Background: an optimization exercise with open tools, aiming at small area. Do not read the settings as production practice.
Power and IR drop assume default switching activity.

== violet ==
==> flow/design.v <==
`timescale 1ns / 1ps
module aufg_aoi222x8 (
   input  logic [7:0] a, b, c,
   input  logic       sa, sb, sc,
   output logic [7:0] y
);
   assign y = ~((a & {8{sa}}) | (b & {8{sb}}) | (c & {8{sc}}));
endmodule
module aufg_nand4x8 (
   input  logic [7:0] a, b, c, d,
   output logic [7:0] y
);
   assign y = ~(a & b & c & d);
endmodule
module aufg_nand2x8 (
   input  logic [7:0] a, b,
   output logic [7:0] y
);
   assign y = ~(a & b);
endmodule
module aufg_or4x8 (
   input  logic [7:0] a, b, c, d,
   output logic [7:0] y
);
   assign y = a | b | c | d;
endmodule
module aufg_or4g8 (
   input  logic [7:0] a, b, c, d,
   input  logic       sn,
   output logic [7:0] y
);
   assign y = a | b | d | (c & {8{sn}});
endmodule
module aufg_and2x8 (
   input  logic [7:0] a,
   input  logic       s,
   output logic [7:0] y
);
   assign y = a & {8{s}};
endmodule
module aufg_dec3 (
   input  logic [2:0] x,
   input  logic       en,
   output logic [7:0] y
);
   assign y = en ? (8'd1 << x) : 8'd0;
endmodule
module aufg_dec3n (
   input  logic [2:0] x,
   output logic [7:0] y
);
   assign y = 8'd1 << x;
endmodule
module aufg_image (
   input  logic        busy,
   input  logic        udp,
   input  logic [5:0]  cnt,
   input  logic        req_udp,
   input  logic [7:0]  dmac0,
   input  logic [39:0] s_dmac,
   input  logic [47:0] s_smac,
   input  logic [31:0] s_sip,
   input  logic [31:0] s_tip,
   input  logic [15:0] s_sport,
   input  logic [15:0] s_dport,
   input  logic [15:0] s_ident,
   input  logic [7:0]  s_ttl,
   input  logic [7:0]  csum_hi_n,
   output logic [7:0]  nb,
   output logic [7:0]  cs_in
);
   logic [63:0] u, a, c;
   logic        first_udp;
   logic        csph;
   logic [27:0] sel;
   logic [7:0]  k;
   logic [7:0] lo, hu, ha, hc;
   aufg_dec3n u_dec_lo (.x(cnt[2:0]), .y(lo));
   aufg_dec3n u_dec_hc (.x(cnt[5:3]), .y(hc));
   assign hu = udp ? hc : 8'd0;
   assign ha = udp ? 8'd0 : hc;
   for (genvar i = 0; i < 64; i++) begin : g_at
      assign u[i] = hu[i/8] & lo[i%8];
      assign a[i] = ha[i/8] & lo[i%8];
      assign c[i] = hc[i/8] & lo[i%8];
   end
   assign first_udp = !busy && req_udp;
   assign csph      = cnt >= 6'd8 && cnt <= 6'd19;
   assign sel[0] = first_udp;    
   assign sel[1] = u[3];    
   assign sel[2] = u[4];    
   assign sel[3] = u[5];    
   assign sel[4] = u[6];    
   assign sel[5] = u[7];    
   assign sel[6] = u[8] | a[8] | a[24];    
   assign sel[7] = u[9] | a[9] | a[25];    
   assign sel[8] = u[10] | a[10] | a[26];    
   assign sel[9] = u[11] | a[11] | a[27];    
   assign sel[10] = u[12] | a[12] | a[28];    
   assign sel[11] = u[13] | a[13] | a[29];    
   assign sel[12] = u[36];    
   assign sel[13] = u[37];    
   assign sel[14] = u[38];    
   assign sel[15] = u[39];    
   assign sel[16] = u[20] | c[8];    
   assign sel[17] = u[21] | c[9];    
   assign sel[18] = u[24] | c[10];    
   assign sel[19] = u[26] | u[27];    
   assign sel[20] = u[28] | a[30] | c[12];    
   assign sel[21] = u[29] | a[31] | c[13];    
   assign sel[22] = u[30] | a[32] | c[14];    
   assign sel[23] = u[31] | a[33] | c[15];    
   assign sel[24] = u[32] | a[40] | c[16];    
   assign sel[25] = u[33] | a[41] | c[17];    
   assign sel[26] = u[34] | a[42] | c[18];    
   assign sel[27] = u[35] | a[43] | c[19];    
   assign k[0] = u[16] | u[19] | u[25] | u[41] | u[45] | u[48] | u[51] | u[53] | u[54] | u[56] | u[57] | a[3] | a[4] | a[5] | a[6] | a[7] | a[17] | a[23] | (!busy && !req_udp);
   assign k[1] = u[19] | u[41] | u[48] | u[50] | u[53] | u[54] | u[55] | u[56] | a[3] | a[4] | a[5] | a[6] | a[7] | a[15] | a[20] | (!busy && !req_udp);
   assign k[2] = u[16] | u[41] | u[45] | u[46] | u[47] | u[48] | u[50] | u[51] | u[52] | u[53] | u[54] | a[3] | a[4] | a[5] | a[6] | a[7] | a[15] | a[20] | a[21] | (!busy && !req_udp);
   assign k[3] = u[14] | u[19] | u[44] | u[46] | u[47] | u[48] | u[50] | u[54] | u[56] | a[3] | a[4] | a[5] | a[6] | a[7] | a[14] | a[18] | (!busy && !req_udp);
   assign k[4] = u[25] | u[41] | u[52] | u[53] | u[55] | a[3] | a[4] | a[5] | a[6] | a[7] | (!busy && !req_udp);
   assign k[5] = u[19] | u[45] | u[46] | u[47] | u[48] | u[49] | u[51] | u[52] | u[53] | u[54] | u[55] | u[56] | u[57] | a[3] | a[4] | a[5] | a[6] | a[7] | (!busy && !req_udp);
   assign k[6] = u[16] | u[22] | u[44] | u[45] | u[46] | u[47] | u[48] | u[50] | u[51] | u[52] | u[53] | u[54] | u[55] | u[56] | a[3] | a[4] | a[5] | a[6] | a[7] | (!busy && !req_udp);
   assign k[7] = a[3] | a[4] | a[5] | a[6] | a[7] | (!busy && !req_udp);
   logic [79:0] t;
   aufg_aoi222x8 u_aoi0 (.a(dmac0), .b(s_dmac[39:32]), .c(s_dmac[31:24]), .sa(sel[0]), .sb(sel[1]), .sc(sel[2]), .y(t[0 +: 8]));
   aufg_aoi222x8 u_aoi1 (.a(s_dmac[23:16]), .b(s_dmac[15:8]), .c(s_dmac[7:0]), .sa(sel[3]), .sb(sel[4]), .sc(sel[5]), .y(t[8 +: 8]));
   aufg_aoi222x8 u_aoi2 (.a(s_smac[47:40]), .b(s_smac[39:32]), .c(s_smac[31:24]), .sa(sel[6]), .sb(sel[7]), .sc(sel[8]), .y(t[16 +: 8]));
   aufg_aoi222x8 u_aoi3 (.a(s_smac[23:16]), .b(s_smac[15:8]), .c(s_smac[7:0]), .sa(sel[9]), .sb(sel[10]), .sc(sel[11]), .y(t[24 +: 8]));
   aufg_aoi222x8 u_aoi4 (.a(s_sport[15:8]), .b(s_sport[7:0]), .c(s_dport[15:8]), .sa(sel[12]), .sb(sel[13]), .sc(sel[14]), .y(t[32 +: 8]));
   assign t[40 +: 8] = ~(s_dport[7:0] & {8{sel[15]}});
   aufg_aoi222x8 u_aoi6 (.a(s_ident[15:8]), .b(s_ident[7:0]), .c(s_ttl), .sa(sel[16]), .sb(sel[17]), .sc(sel[18]), .y(t[48 +: 8]));
   aufg_aoi222x8 u_aoi7 (.a(csum_hi_n), .b(s_sip[31:24]), .c(s_sip[23:16]), .sa(sel[19]), .sb(sel[20]), .sc(sel[21]), .y(t[56 +: 8]));
   aufg_aoi222x8 u_aoi8 (.a(s_sip[15:8]), .b(s_sip[7:0]), .c(s_tip[31:24]), .sa(sel[22]), .sb(sel[23]), .sc(sel[24]), .y(t[64 +: 8]));
   aufg_aoi222x8 u_aoi9 (.a(s_tip[23:16]), .b(s_tip[15:8]), .c(s_tip[7:0]), .sa(sel[25]), .sb(sel[26]), .sc(sel[27]), .y(t[72 +: 8]));
   logic [7:0] g0, g1, g2, gm, gc;
   aufg_nand4x8 u_nand0 (.a(t[0 +: 8]), .b(t[8 +: 8]), .c(t[16 +: 8]), .d(t[24 +: 8]), .y(g0));
   aufg_nand2x8 u_nand1 (.a(t[32 +: 8]), .b(t[40 +: 8]), .y(g1));
   aufg_nand4x8 u_nand2 (.a(t[48 +: 8]), .b(t[56 +: 8]), .c(t[64 +: 8]), .d(t[72 +: 8]), .y(g2));
   aufg_or4g8 u_or (.a(g0), .b(g1), .c(g2), .d(k), .sn(!csph), .y(nb));
   aufg_and2x8 u_cs (.a(g2), .s(csph), .y(gc));
   assign cs_in = gc;
endmodule
`timescale 1ns / 1ps
module arp_udp_frame_generator (
   input  logic        clock,
   input  logic        reset,
   input  logic        start,
   output logic        busy,
   input  logic [32:0] req_data,    
   output logic        rsp_strobe,
   output logic [8:0]  rsp_data,    
   input  logic        csr_we,
   input  logic [2:0]  csr_index,
   input  logic [47:0] csr_wdata
);
   logic [47:0] c_smac, c_dmac;
   logic [31:0] c_sip;
   logic [15:0] c_sport, c_dport, c_ident;
   logic [7:0]  c_ttl;
   logic [6:0] c_en;
   always_comb begin
      for (int k = 0; k < 7; k++) begin
         c_en[k] = reset || (csr_we && csr_index == 3'(k));
      end
   end
   always_ff @(posedge clock) begin
      if (c_en[0]) c_smac  <= reset ? 48'h0          : csr_wdata;
      if (c_en[1]) c_sip   <= reset ? 32'h7F00_0001  : csr_wdata[31:0];
      if (c_en[2]) c_dmac  <= reset ? 48'h0          : csr_wdata;
      if (c_en[3]) c_sport <= reset ? 16'd43966      : csr_wdata[15:0];
      if (c_en[4]) c_dport <= reset ? 16'd8080       : csr_wdata[15:0];
      if (c_en[5]) c_ident <= reset ? 16'h8397       : csr_wdata[15:0];
      if (c_en[6]) c_ttl   <= reset ? 8'h40          : csr_wdata[7:0];
   end
   logic       active;
   logic       udp;
   logic [5:0] cnt;
   logic [5:0] cnt_inc;
   logic       last_r;
   logic [7:0] ob;
   assign cnt_inc    = cnt + 6'd1;
   assign busy       = active && !last_r;
   assign rsp_strobe = active;
   assign rsp_data   = {ob, last_r};
   always_ff @(posedge clock) begin
      if (reset) active <= 1'b0;
      else       active <= start || busy;
   end
   always_ff @(posedge clock) begin
      if (reset || (!busy && !start)) cnt <= 6'd63;
      else                            cnt <= busy ? cnt_inc : 6'd3;
      last_r <= busy && (udp ? (cnt_inc == 6'd59) : (cnt_inc == 6'd44));
   end
   logic [47:0] s_smac;
   logic [39:0] s_dmac;
   logic [31:0] s_sip, s_tip;
   logic [15:0] s_sport, s_dport, s_ident;
   logic [7:0]  s_ttl;
   logic [15:0] acc;
   logic        acc_c;
   logic        acc_init;
   logic        acc_run;
   logic [7:0]  cs_in;
   logic [8:0]  cs_sum;
   assign acc      = s_dmac[15:0];
   assign acc_c    = s_dmac[16];
   assign acc_init = (cnt == 6'd7);
   assign acc_run  = (cnt >= 6'd7);
   assign cs_sum = {1'b0, acc[15:8]} + {1'b0, cs_in} + {8'h00, acc_c};
   always_ff @(posedge clock) begin
      if (!busy) begin
         udp     <= req_data[32];
         s_tip   <= req_data[31:0];
         s_smac  <= c_smac;
         s_dmac  <= c_dmac[39:0];
         s_sip   <= c_sip;
         s_sport <= c_sport;
         s_dport <= c_dport;
         s_ident <= c_ident;
         s_ttl   <= c_ttl;
      end else if (acc_run) begin
         if (acc_init) s_dmac[16:0] <= 17'h0853C;    
         else          s_dmac[16:0] <= {cs_sum[8], acc[7:0], cs_sum[7:0]};
      end
   end
   logic [7:0] nb;
   aufg_image u_image (
      .busy    (busy),
      .udp     (udp),
      .cnt     (cnt),
      .req_udp (req_data[32]),
      .dmac0   (c_dmac[47:40]),
      .s_dmac  (s_dmac),
      .s_smac  (s_smac),
      .s_sip   (s_sip),
      .s_tip   (s_tip),
      .s_sport (s_sport),
      .s_dport (s_dport),
      .s_ident (s_ident),
      .s_ttl   (s_ttl),
      .csum_hi_n (~acc[15:8]),
      .cs_in   (cs_in),
      .nb      (nb)
   );
   always_ff @(posedge clock) begin
      ob <= nb;
   end
endmodule
Settings: LEC_CHECK=0, CAP_MARGIN=20, CORE_MARGIN=2, CORE_UTILIZATION=50, CTS_BUF_LIST=sky130_fd_sc_hd__clkbuf_8, CTS_CLUSTER_DIAMETER=80, CTS_CLUSTER_SIZE=16, SLEW_MARGIN=20, SYNTH_HIERARCHICAL=1, SYNTH_MINIMUM_KEEP_SIZE=0; clock period 5.0 ns.
standard.sh (not shown) runs the stock make flow with config.mk's settings and CLKGATE_MAP_FILE= SYNTH_SCRIPT=/design/flow/synth_recipe.tcl, a recipe that flattens the netlist after the stock synthesis.
==> flow/flow/run.sh <==
#!/bin/bash
# the standard layout, with plain buf_1 cells as the port buffers, synthesis
# buffers removed at floorplan, and abc mapping for light loads (the layout's
# repair steps size the drivers that need it)
set -euo pipefail
export BUFFER_PORTS_ARGS="-buffer_cell sky130_fd_sc_hd__buf_1"
export REMOVE_ABC_BUFFERS=1
bash standard.sh ABC_LOAD_IN_FF=1 ABC_DRIVER_CELL=sky130_fd_sc_hd__buf_8 finish > standard_flow.log 2>&1
violet completed; timing, DRC and antenna clean
#### Input delta (willow over violet)
--- a/flow/design.v
+++ b/flow/design.v
@@ -179,15 +179,12 @@
    logic [5:0] cnt_inc;
    logic       last_r;
    logic [7:0] ob;
    assign cnt_inc    = cnt + 6'd1;
+   assign active     = (cnt != 6'd63);    
    assign busy       = active && !last_r;
    assign rsp_strobe = active;
    assign rsp_data   = {ob, last_r};
-   always_ff @(posedge clock) begin
-      if (reset) active <= 1'b0;
-      else       active <= start || busy;
-   end
    always_ff @(posedge clock) begin
       if (reset || (!busy && !start)) cnt <= 6'd63;
       else                            cnt <= busy ? cnt_inc : 6'd3;
       last_r <= busy && (udp ? (cnt_inc == 6'd59) : (cnt_inc == 6'd44));
### Flow results
Summary of the comparison: synthesized cell count is lower in willow, relative to violet. Higher routed wire length among violet and willow: willow. Changes observed in willow relative to violet: share of power burned in combinational logic picked up an extra 14 points; area of combinational cells with multiple inputs went up; sequential power share lower; sequential fraction of total cell area roughly the same; count of clock-net buffers in the final layout held. Taking violet as the reference, in willow setup slack shows an increase of 0.056 ns, instance area after placement shows no meaningful change. Summary of the comparison: global routing usage on met3 is lower in willow, relative to violet. willow ended up with sky130_fd_sc_hd__nor3b_1 as its library cell contributing the largest single delay on the critical path; violet ended up with sky130_fd_sc_hd__a222oi_1. Relative to violet, the endpoint required time on the critical path of willow is higher by 0.03 ns. The final total power in willow was higher than what violet gave.
No functional check of the RTL was part of any run of this note.

static timing again, ports no longer ideal:
The flow's constraints put no driver on any port. The routed layouts listed below were extracted and timed again, unchanged, in two steps.
Step 1 assumes that a clkbuf_16 drives the clock port and a buf_2 every other input.
Step 2 adds t to the input delays and takes it off the output delays; t is the mean of the earliest and latest rising clock arrival at the registers after step 1. Input paths then give back, and output paths get back, about the clock's delay inside the block.
a / b / c = ideal / step 1 / step 2; a / b = the first two.
run	shift t [ns]	slack for setup (ns)	slew at the worst register clock pin (ns)	worst slew at a driven data input, ns
violet	0.650	0.495 / 0.495 / 0.495	0.11 / 0.11	0.04
willow	0.661	0.551 / 0.551 / 0.551	0.11 / 0.11	0.05
After both steps every run listed still meets setup and hold.
